From an optimization exercise on the open Yosys and OpenROAD flow, aimed at small area, a short achievable clock period and few clock cycles per item; shortcuts taken in it are not production practice.
Function was checked by simulation only, so behaviour that the tests miss may differ from the original.
No activity file was given, so power comes from the tool's default toggle rates.

==> flow/design.v (excerpt) <==
module vec_top (
  input  logic        clk_i,
  input  logic        reset_i,
  input  logic        req_valid_i,
  input  logic [43:0] req_i,
  output logic        req_ready_o,
  output logic        resp_valid_o,
  output logic [32:0] resp_o,
  input  logic        resp_ready_i
);
Size: roughly 4700 cells after synthesis, ~0.059 mm2 of cells after synthesis.
clock: 10.0 ns
lec_check: 0
cap_margin: 20
core_margin: 2
core_utilization: 40
place_density: 0.6
slew_margin: 20
run.sh (not shown) runs the stock make flow with config.mk's settings and CLKGATE_MAP_FILE= SYNTH_SCRIPT=/design/flow/synth_recipe.tcl, a recipe that flattens the netlist after the stock synthesis.
Testbench counts at the start, summed over its fixed seeds: cycles 4,816, items 4,800.
Edit:
- SETUP_SLACK_MARGIN: unset -> 5
After rerunning:
- design area rose by 2.1%
- setup slack gains 1.8 ns
- area after synthesis stays the same
- combinational power rises by 4.7%

---

## run 5
Another version of the RTL of vec_top (not shown whole).
For scale: ~5700 cells after synthesis, roughly 83 I/O pins, roughly 69000 sq um of cells after synthesis.
// vec_top
module vec_top (
  input  logic        clk_i,
  input  logic        reset_i,
  input  logic        req_valid_i,
  input  logic [43:0] req_i,
  output logic        req_ready_o,
  output logic        resp_valid_o,
  output logic [32:0] resp_o,
  input  logic        resp_ready_i
);
export LEC_CHECK = 0
export CAP_MARGIN = 20
export CORE_MARGIN = 2
export CORE_UTILIZATION = 40
export PLACE_DENSITY = 0.6
export SLEW_MARGIN = 20
create_clock -name core_clock -period 10.0 [get_ports {clk_i}]
standard.sh (not shown) runs the stock make flow with config.mk's settings and CLKGATE_MAP_FILE= SYNTH_SCRIPT=/design/flow/synth_recipe.tcl, a recipe that flattens the netlist after the stock synthesis.
==> flow/flow/run.sh <==
#!/bin/bash
# The standard layout, with repair_timing asked for more setup slack than the
# flow settings allow (the SDC and its clock period are unchanged).
set -euo pipefail
export SETUP_SLACK_MARGIN=6.7
export TNS_END_PERCENT=20
bash standard.sh finish > standard.log 2>&1
Run 5 ran to completion and came out clean on the timing, DRC and antenna checks.
Testbench counts of run 5, summed over its fixed seeds: cycles 4,824, items 4,800.
Input changes introduced in run 3 (baseline for comparison: run 5):
Settings: an added SETUP_SLACK_MARGIN of 5.
==> flow/run.sh (new file) <==
#!/bin/bash
# synth_recipe.tcl (not shown) runs the flow's synth.tcl, then flattens the netlist and writes it again
# the make line also repeats each setting of config.mk as NAME=value (left out here)
make -C /OpenROAD-flow-scripts/flow DESIGN_CONFIG=/design/flow/config.mk WORK_HOME=/design/flow/orfs CLKGATE_MAP_FILE= SYNTH_SCRIPT=/design/flow/synth_recipe.tcl finish
removed: flow/flow/run.sh
removed: flow/standard.sh
## What came out
Delta(maximum achievable frequency, run 3 - run 5) < 0. Run 5 → run 3: shortest period the worst path allows went up, sequential cell count did not really move, number of vias after detailed routing went down, final cell count went down. Run 3 against run 5; first-pass GRT wire length is down by a few percent. Comparing run 3 and run 5, the lower non-clock buffer count was measured on run 3. The capturing element of the worst setup path comes out regs_q[605] in one run and regs_q[954] in the other, namely in run 5 and run 3 respectively. From run 5 to run 3 the numbers moved as follows: non-clock buffer area fraction after layout -1.5 points; combinational share of power -1.0 points. Per the comparison of run 3 with run 5, overall power closely matched the old numbers; number of top-level design ports closely matched the old numbers.

---

## run A
The RTL this note starts from:
==> flow/design.v <==
package vec_pkg;
  localparam int unsigned NrLanes      = 4;
  localparam int unsigned LaneIdxWidth = $clog2(NrLanes);
  localparam int unsigned ElemWidth    = 32;
  localparam int unsigned NrVRegs      = 8;
  localparam int unsigned RegIdxWidth  = $clog2(NrVRegs);
  localparam int unsigned FifoDepth    = 4;
  localparam int unsigned FifoPtrWidth = $clog2(FifoDepth);
  localparam int unsigned FifoCntWidth = $clog2(FifoDepth + 1);
  typedef logic [ElemWidth-1:0]    elem_t;
  typedef logic [RegIdxWidth-1:0]  reg_idx_t;
  typedef logic [LaneIdxWidth-1:0] lane_idx_t;
  typedef enum logic [2:0] {
    OP_VADD   = 3'd0,
    OP_VSUB   = 3'd1,
    OP_VAND   = 3'd2,
    OP_VXOR   = 3'd3,
    OP_VMV_VX = 3'd4,
    OP_VID    = 3'd5,
    OP_VEXT   = 3'd6
  } vec_op_e;
  typedef struct packed {
    vec_op_e  op;
    reg_idx_t vd;
    reg_idx_t vs1;
    reg_idx_t vs2;
    elem_t    scalar;
  } vec_insn_t;
  typedef struct packed {
    elem_t data;
    logic  illegal;
  } vec_resp_t;
  typedef struct packed {
    vec_op_e  op;
    reg_idx_t vd;
    reg_idx_t vs1;
    reg_idx_t vs2;
  } lane_req_t;
  typedef struct packed {
    logic  valid;
    logic  last;
    elem_t data;
  } bc_t;
endpackage
`timescale 1ns/1ps
module vec_top (
  input  logic        clk_i,
  input  logic        reset_i,
  input  logic        req_valid_i,
  input  logic [43:0] req_i,
  output logic        req_ready_o,
  output logic        resp_valid_o,
  output logic [32:0] resp_o,
  input  logic        resp_ready_i
);
  localparam int unsigned NL = vec_pkg::NrLanes;
  localparam int unsigned NR = vec_pkg::NrVRegs;
  localparam int unsigned NQ = 4;    
  logic [2:0]  req_op, req_vd, req_vs1, req_vs2;
  logic [31:0] req_sc;
  assign {req_op, req_vd, req_vs1, req_vs2, req_sc} = req_i;
  logic                  rdy_q;           
  logic                  rd_v_q;
  logic                  rd_arith_q;      
  logic                  rd_sub_q;        
  logic                  rd_inv_q;        
  logic                  rd_invr_q;       
  logic                  rd_and_q;
  logic                  rd_xor_q;
  logic                  rd_mv_q;         
  logic                  rd_vid_q;        
  logic                  rd_ext_q;
  logic                  rd_ill_q;
  logic [NR-1:0]         rd_we_q;         
  logic [NR-1:0]         rd_sa_q;         
  logic [NR-1:0]         rd_sb_q;         
  logic                  rd_fa_q;         
  logic                  rd_fb_q;         
  logic [NL-1:0]         rd_lsel_q;       
  logic [31:0]           rd_sc_q;
  logic                  alu_v_q;
  logic                  alu_arith_q;
  logic                  alu_sub_q;
  logic                  alu_and_q;
  logic                  alu_xor_q;
  logic                  alu_pass_q;      
  logic                  alu_ext_q;
  logic                  alu_ill_q;
  logic [NR-1:0]         alu_we_q;
  logic [NL-1:0]         alu_lsel_q;
  logic [NL-1:0][31:0]   opa_q, opb_q;
  logic [NR-1:0]         zero_q;
  logic [NR-1:0][NL-1:0][31:0] regs_q;
  logic [NQ-1:0]         rq_v_q;          
  logic [NQ-1:0][32:0]   rq_q;
  logic          acc;
  logic [NR-1:0] zero_d;
  logic          req_wr, req_rd_a, req_rd_b;
  assign acc      = req_valid_i & rdy_q & ~reset_i;
  assign req_wr   = ~req_op[2] | ~req_op[1];
  assign req_rd_a = ~req_op[2];
  assign req_rd_b = ~req_op[2] | (req_op == 3'd6);
  always_comb begin
    for (int r = 0; r < NR; r++) begin
      zero_d[r] = zero_q[r] & ~alu_we_q[r];
    end
  end
  always_ff @(posedge clk_i) begin
    rd_v_q     <= acc;
    rd_arith_q <= acc & (req_op[2:1] == 2'b00);
    rd_sub_q   <= acc & (req_op == 3'd1);
    rd_inv_q   <= req_op == 3'd1;
    rd_invr_q  <= (req_op == 3'd1) & ~rd_we_q[req_vs2];
    rd_and_q   <= acc & (req_op == 3'd2);
    rd_xor_q   <= acc & (req_op == 3'd3);
    rd_mv_q    <= acc & (req_op == 3'd4);
    rd_vid_q   <= acc & (req_op == 3'd5);
    rd_ext_q   <= acc & (req_op == 3'd6);
    rd_ill_q   <= acc & (req_op == 3'd7);
    rd_sc_q    <= req_sc;
    rd_fa_q    <= req_rd_a & rd_we_q[req_vs1];
    rd_fb_q    <= req_rd_b & rd_we_q[req_vs2];
    for (int r = 0; r < NR; r++) begin
      rd_we_q[r] <= acc & req_wr & (req_vd == 3'(r));
      rd_sa_q[r] <= req_rd_a & (req_vs1 == 3'(r)) & ~zero_d[r] & ~rd_we_q[r];
      rd_sb_q[r] <= req_rd_b & (req_vs2 == 3'(r)) & ~zero_d[r] & ~rd_we_q[r];
    end
    for (int l = 0; l < NL; l++) begin
      rd_lsel_q[l] <= (req_sc[1:0] == 2'(l));
    end
  end
  logic [NL-1:0][31:0] res;
  logic [NL-1:0][31:0] opa_d, opb_d, opb_rd;
  always_comb begin
    for (int l = 0; l < NL; l++) begin
      opa_d[l]  = {32{rd_fa_q}} & res[l];
      opb_rd[l] = '0;
      for (int r = 0; r < NR; r++) begin
        opa_d[l]  = opa_d[l]  | ({32{rd_sa_q[r]}} & regs_q[r][l]);
        opb_rd[l] = opb_rd[l] | ({32{rd_sb_q[r]}} & regs_q[r][l]);
      end
      opb_d[l] = ({32{rd_fb_q}} & (res[l] ^ {32{rd_inv_q}}))
               | (opb_rd[l] ^ {32{rd_invr_q}})
               | ({32{rd_mv_q}} & rd_sc_q)
               | ({32{rd_vid_q}} & 32'(l));
    end
  end
  always_ff @(posedge clk_i) begin
    opa_q       <= opa_d;
    opb_q       <= opb_d;
    alu_v_q     <= rd_v_q & ~reset_i;
    alu_arith_q <= rd_arith_q;
    alu_sub_q   <= rd_sub_q;
    alu_and_q   <= rd_and_q;
    alu_xor_q   <= rd_xor_q;
    alu_pass_q  <= rd_mv_q | rd_vid_q;
    alu_ext_q   <= rd_ext_q;
    alu_ill_q   <= rd_ill_q;
    alu_we_q    <= rd_we_q & {NR{~reset_i}};
    alu_lsel_q  <= rd_lsel_q;
  end
  logic [31:0] ext_data;
  logic [NL-1:0][32:0] sum;
  always_comb begin
    ext_data = '0;
    for (int l = 0; l < NL; l++) begin
      sum[l] = {opa_q[l], 1'b1} + {opb_q[l], alu_sub_q};
      res[l] = ({32{alu_arith_q}} & sum[l][32:1])
             | ({32{alu_and_q}}   & (opa_q[l] & opb_q[l]))
             | ({32{alu_xor_q}}   & (opa_q[l] ^ opb_q[l]))
             | ({32{alu_pass_q}}  & opb_q[l]);
      ext_data = ext_data | ({32{alu_lsel_q[l]}} & opb_q[l]);
    end
  end
  always_ff @(posedge clk_i) begin
    for (int r = 0; r < NR; r++) begin
      if (alu_we_q[r]) begin
        regs_q[r] <= res;
      end
    end
  end
  always_ff @(posedge clk_i) begin
    if (reset_i) begin
      zero_q <= '1;
    end else begin
      zero_q <= zero_d;
    end
  end
  logic          pop, push;
  logic [32:0]   new_resp;
  logic [NQ-1:0] rq_v_d;
  assign pop      = rq_v_q[0] & resp_ready_i;
  assign push     = alu_v_q;
  assign new_resp = {{32{alu_ext_q}} & ext_data, alu_ill_q};
  always_comb begin
    if (pop) rq_v_d = {1'b0, rq_v_q[NQ-1:1]};
    else     rq_v_d = rq_v_q;
    if (push) begin
      rq_v_d = {rq_v_d[NQ-2:0], 1'b1};
    end
  end
  always_ff @(posedge clk_i) begin
    if (reset_i) begin
      rq_v_q <= '0;
      rdy_q  <= 1'b1;
    end else begin
      rq_v_q <= rq_v_d;
      rdy_q  <= ~rq_v_d[3] & ~(rq_v_d[2] & (acc | rd_v_q)) & ~(rq_v_d[1] & acc & rd_v_q);
    end
  end
  always_ff @(posedge clk_i) begin
    for (int e = 0; e < NQ; e++) begin
      if (pop) begin
        if (e < NQ - 1 && rq_v_q[e+1]) rq_q[e] <= rq_q[(e+1) % NQ];
        else                           rq_q[e] <= new_resp;
      end else begin
        if (!rq_v_q[e])                rq_q[e] <= new_resp;
      end
    end
  end
  assign req_ready_o  = rdy_q;
  assign resp_valid_o = rq_v_q[0];
  assign resp_o       = rq_q[0];
endmodule
export LEC_CHECK = 0
export CAP_MARGIN = 20
export CORE_MARGIN = 2
export CORE_UTILIZATION = 40
export CTS_BUF_LIST = sky130_fd_sc_hd__clkbuf_16
export CTS_CLUSTER_DIAMETER = 70
export CTS_CLUSTER_SIZE = 25
export PLACE_DENSITY = 0.6
export SLEW_MARGIN = 20
create_clock -name core_clock -period 10.0 [get_ports {clk_i}]
==> flow/flow/run.sh <==
#!/bin/bash
# The standard layout, with two changes to how it is made (the SDC and its
# clock period are unchanged):
#  - repair_timing is asked for more setup slack than the flow settings allow;
#  - the port buffers are buf_4 cells instead of the delay buffers that
#    buffer_ports picks by default.
set -euo pipefail
export SETUP_SLACK_MARGIN=6.6
export TNS_END_PERCENT=30
export BUFFER_PORTS_ARGS="-buffer_cell sky130_fd_sc_hd__buf_4"
bash standard.sh finish > standard.log 2>&1
Testbench counts of run A, summed over its fixed seeds: cycles 4,824, items 4,800.
Relative to run A, the following input files were edited for run B:
- CORE_UTILIZATION: 40 -> 52
- PLACE_DENSITY: 0.6 -> 0.68
==> flow/flow/run.sh <==
#!/bin/bash
# The standard layout, with repair_timing asked for more setup slack than the
# flow settings allow (the SDC and its clock period are unchanged).
set -euo pipefail
export SETUP_SLACK_MARGIN=6.8
export TNS_END_PERCENT=20
bash standard.sh finish > standard.log 2>&1
- Of run B and run A, the run reporting the higher final critical delay including setup and external delays was run A.
- In run B the post-place setup slack turned out 86 ps higher than in run A.
- In run B the final wirelength turned out 5.6 mm lower than in run A.
- Cell count after placement ended up 564 lower on run B than on run A.
- Die area of run B falls short of that of run A by more than 10%.
- Run B: worst slack on hold paths is 7.1 ps higher than what run A reported.
- Run B closes out successfully: all stages finished, all timing, DRC and antenna checks passed.
- Fraction of power consumed by sequential logic is higher on run B
- Diff run A -> run B: post-synthesis mux area share flat; post-layout total power lower.
diff inputs: run B => run C
- CORE_UTILIZATION: 52 -> 40
- PLACE_DENSITY: 0.68 -> 0.6
==> flow/flow/run.sh <==
#!/bin/bash
# The standard layout, with two changes to how it is made (the SDC and its
# clock period are unchanged):
#  - repair_timing is asked for more setup slack than the flow settings allow;
#  - the port buffers are buf_4 cells instead of the delay buffers that
#    buffer_ports picks by default.
set -euo pipefail
export SETUP_SLACK_MARGIN=6.3
export TNS_END_PERCENT=30
export BUFFER_PORTS_ARGS="-buffer_cell sky130_fd_sc_hd__buf_4"
bash standard.sh finish > standard.log 2>&1
Results
Re row count: run B and run C aren't equal, and the lower value belongs to run B. [run C] effective utilization at floorplan fell 12 points relative to run B. As far as clock transition at the register clock pins on the worst setup and hold paths after CTS is concerned, run B and run C perform about the same. Run B → run C: required time of the worst setup path saw an increase; well-tap cell count saw an increase. Compared to run B, run C has combinational fraction of design power 0.2 points lower. Relative to run B, combinational-cell power consumption decreased by about 3% in run C. When the final numbers for run B and run C were put side by side, the worst-case setup margin in the final layout turned out to be greater in run B. Run C consumes more power than run B does.

---

// vec_top: RTL as listed in full above, without the edits since
==> flow/config.mk <==
export PLATFORM = sky130hd
export DESIGN_NAME = vec_top
export DESIGN_NICKNAME = vec_top
export VERILOG_FILES = /design/flow/design.v
export SDC_FILE = /design/flow/constraint.sdc
export NUM_CORES = 4
export LEC_CHECK = 0
export CAP_MARGIN = 20
export CORE_MARGIN = 2
export CORE_UTILIZATION = 40
export CTS_BUF_LIST = sky130_fd_sc_hd__clkbuf_16
export CTS_CLUSTER_DIAMETER = 70
export CTS_CLUSTER_SIZE = 25
export PLACE_DENSITY = 0.6
export SLEW_MARGIN = 20
==> flow/constraint.sdc <==
create_clock -name core_clock -period 10.0 [get_ports {clk_i}]
set_input_delay 2.0000 -clock core_clock [delete_from_list [all_inputs] [get_ports {clk_i}]]
set_output_delay 2.0000 -clock core_clock [all_outputs]
set_load 0.01 [all_outputs]
==> flow/flow/run.sh <==
#!/bin/bash
# The standard layout, with repair_timing asked for more setup slack than the
# flow settings allow (the SDC and its clock period are unchanged).
set -euo pipefail
export SETUP_SLACK_MARGIN=6.8
export TNS_END_PERCENT=20
bash standard.sh finish > standard.log 2>&1
The first run completed without violations.
Testbench counts at the start, summed over its fixed seeds: cycles 4,824, items 4,800.
Rerun with:
==> flow/flow/run.sh (replaced) <==
#!/bin/bash
# The standard layout, with two changes to how it is made (the SDC and its
# clock period are unchanged):
#  - repair_timing is asked for more setup slack than the flow settings allow;
#  - the port buffers are buf_4 cells instead of the delay buffers that
#    buffer_ports picks by default.
set -euo pipefail
export SETUP_SLACK_MARGIN=6.8
export TNS_END_PERCENT=30
export BUFFER_PORTS_ARGS="-buffer_cell sky130_fd_sc_hd__buf_4"
bash standard.sh finish > standard.log 2>&1
Outcome: The changed run finished with timing, DRC and antenna clean; worst setup slack is better by 0.056 ns; global-route usage stays flat; sequential power stays flat; wire length is lower by 0.99%.

## what the ideal ports hide
Ports are ideal in the flow. The routed layouts listed here were re-timed in OpenROAD.
Step 1: set_driving_cell puts a clkbuf_16 on clk_i and a buf_2 on each other input, an assumption about the parent block.
Step 2 times the ports against the registers' clock, not the clock port: input delays grow and output delays shrink by t, the midpoint of the rising clock arrivals with the driver on.
a / b / c = ideal / step 1 / step 2; a / b = the first two.
| run | shift t [ns] | slack for setup (ns) | worst data-port slew with drivers (ns) |
|---|---|---|---|
| the first run of note 1 | 0.863 | 3.119 / 3.119 / 3.119 | 0.32 |
| the second run of note 1 | 0.861 | 4.880 / 4.880 / 4.880 | 0.34 |
| run 5 | 0.905 | 6.323 / 6.323 / 5.941 | 0.08 |
| run 3 | 0.922 | 5.103 / 5.103 / 5.103 | 0.09 |
| run A | 0.841 | 6.458 / 6.458 / 6.392 | 0.11 |
| run B | 0.830 | 6.575 / 6.491 / 5.966 | 0.11 |
| run C | 0.845 | 6.269 / 6.269 / 6.269 | 0.10 |
| the first run of note 4 | 0.875 | 6.570 / 6.479 / 5.955 | 0.09 |
| the second run of note 4 | 0.845 | 6.626 / 6.579 / 6.394 | 0.11 |
After both steps every run listed still meets setup and hold. For the first run of note 4, which loses most, drivers alone change the setup slack by -0.091 ns; drivers and shift together by -0.615 ns.
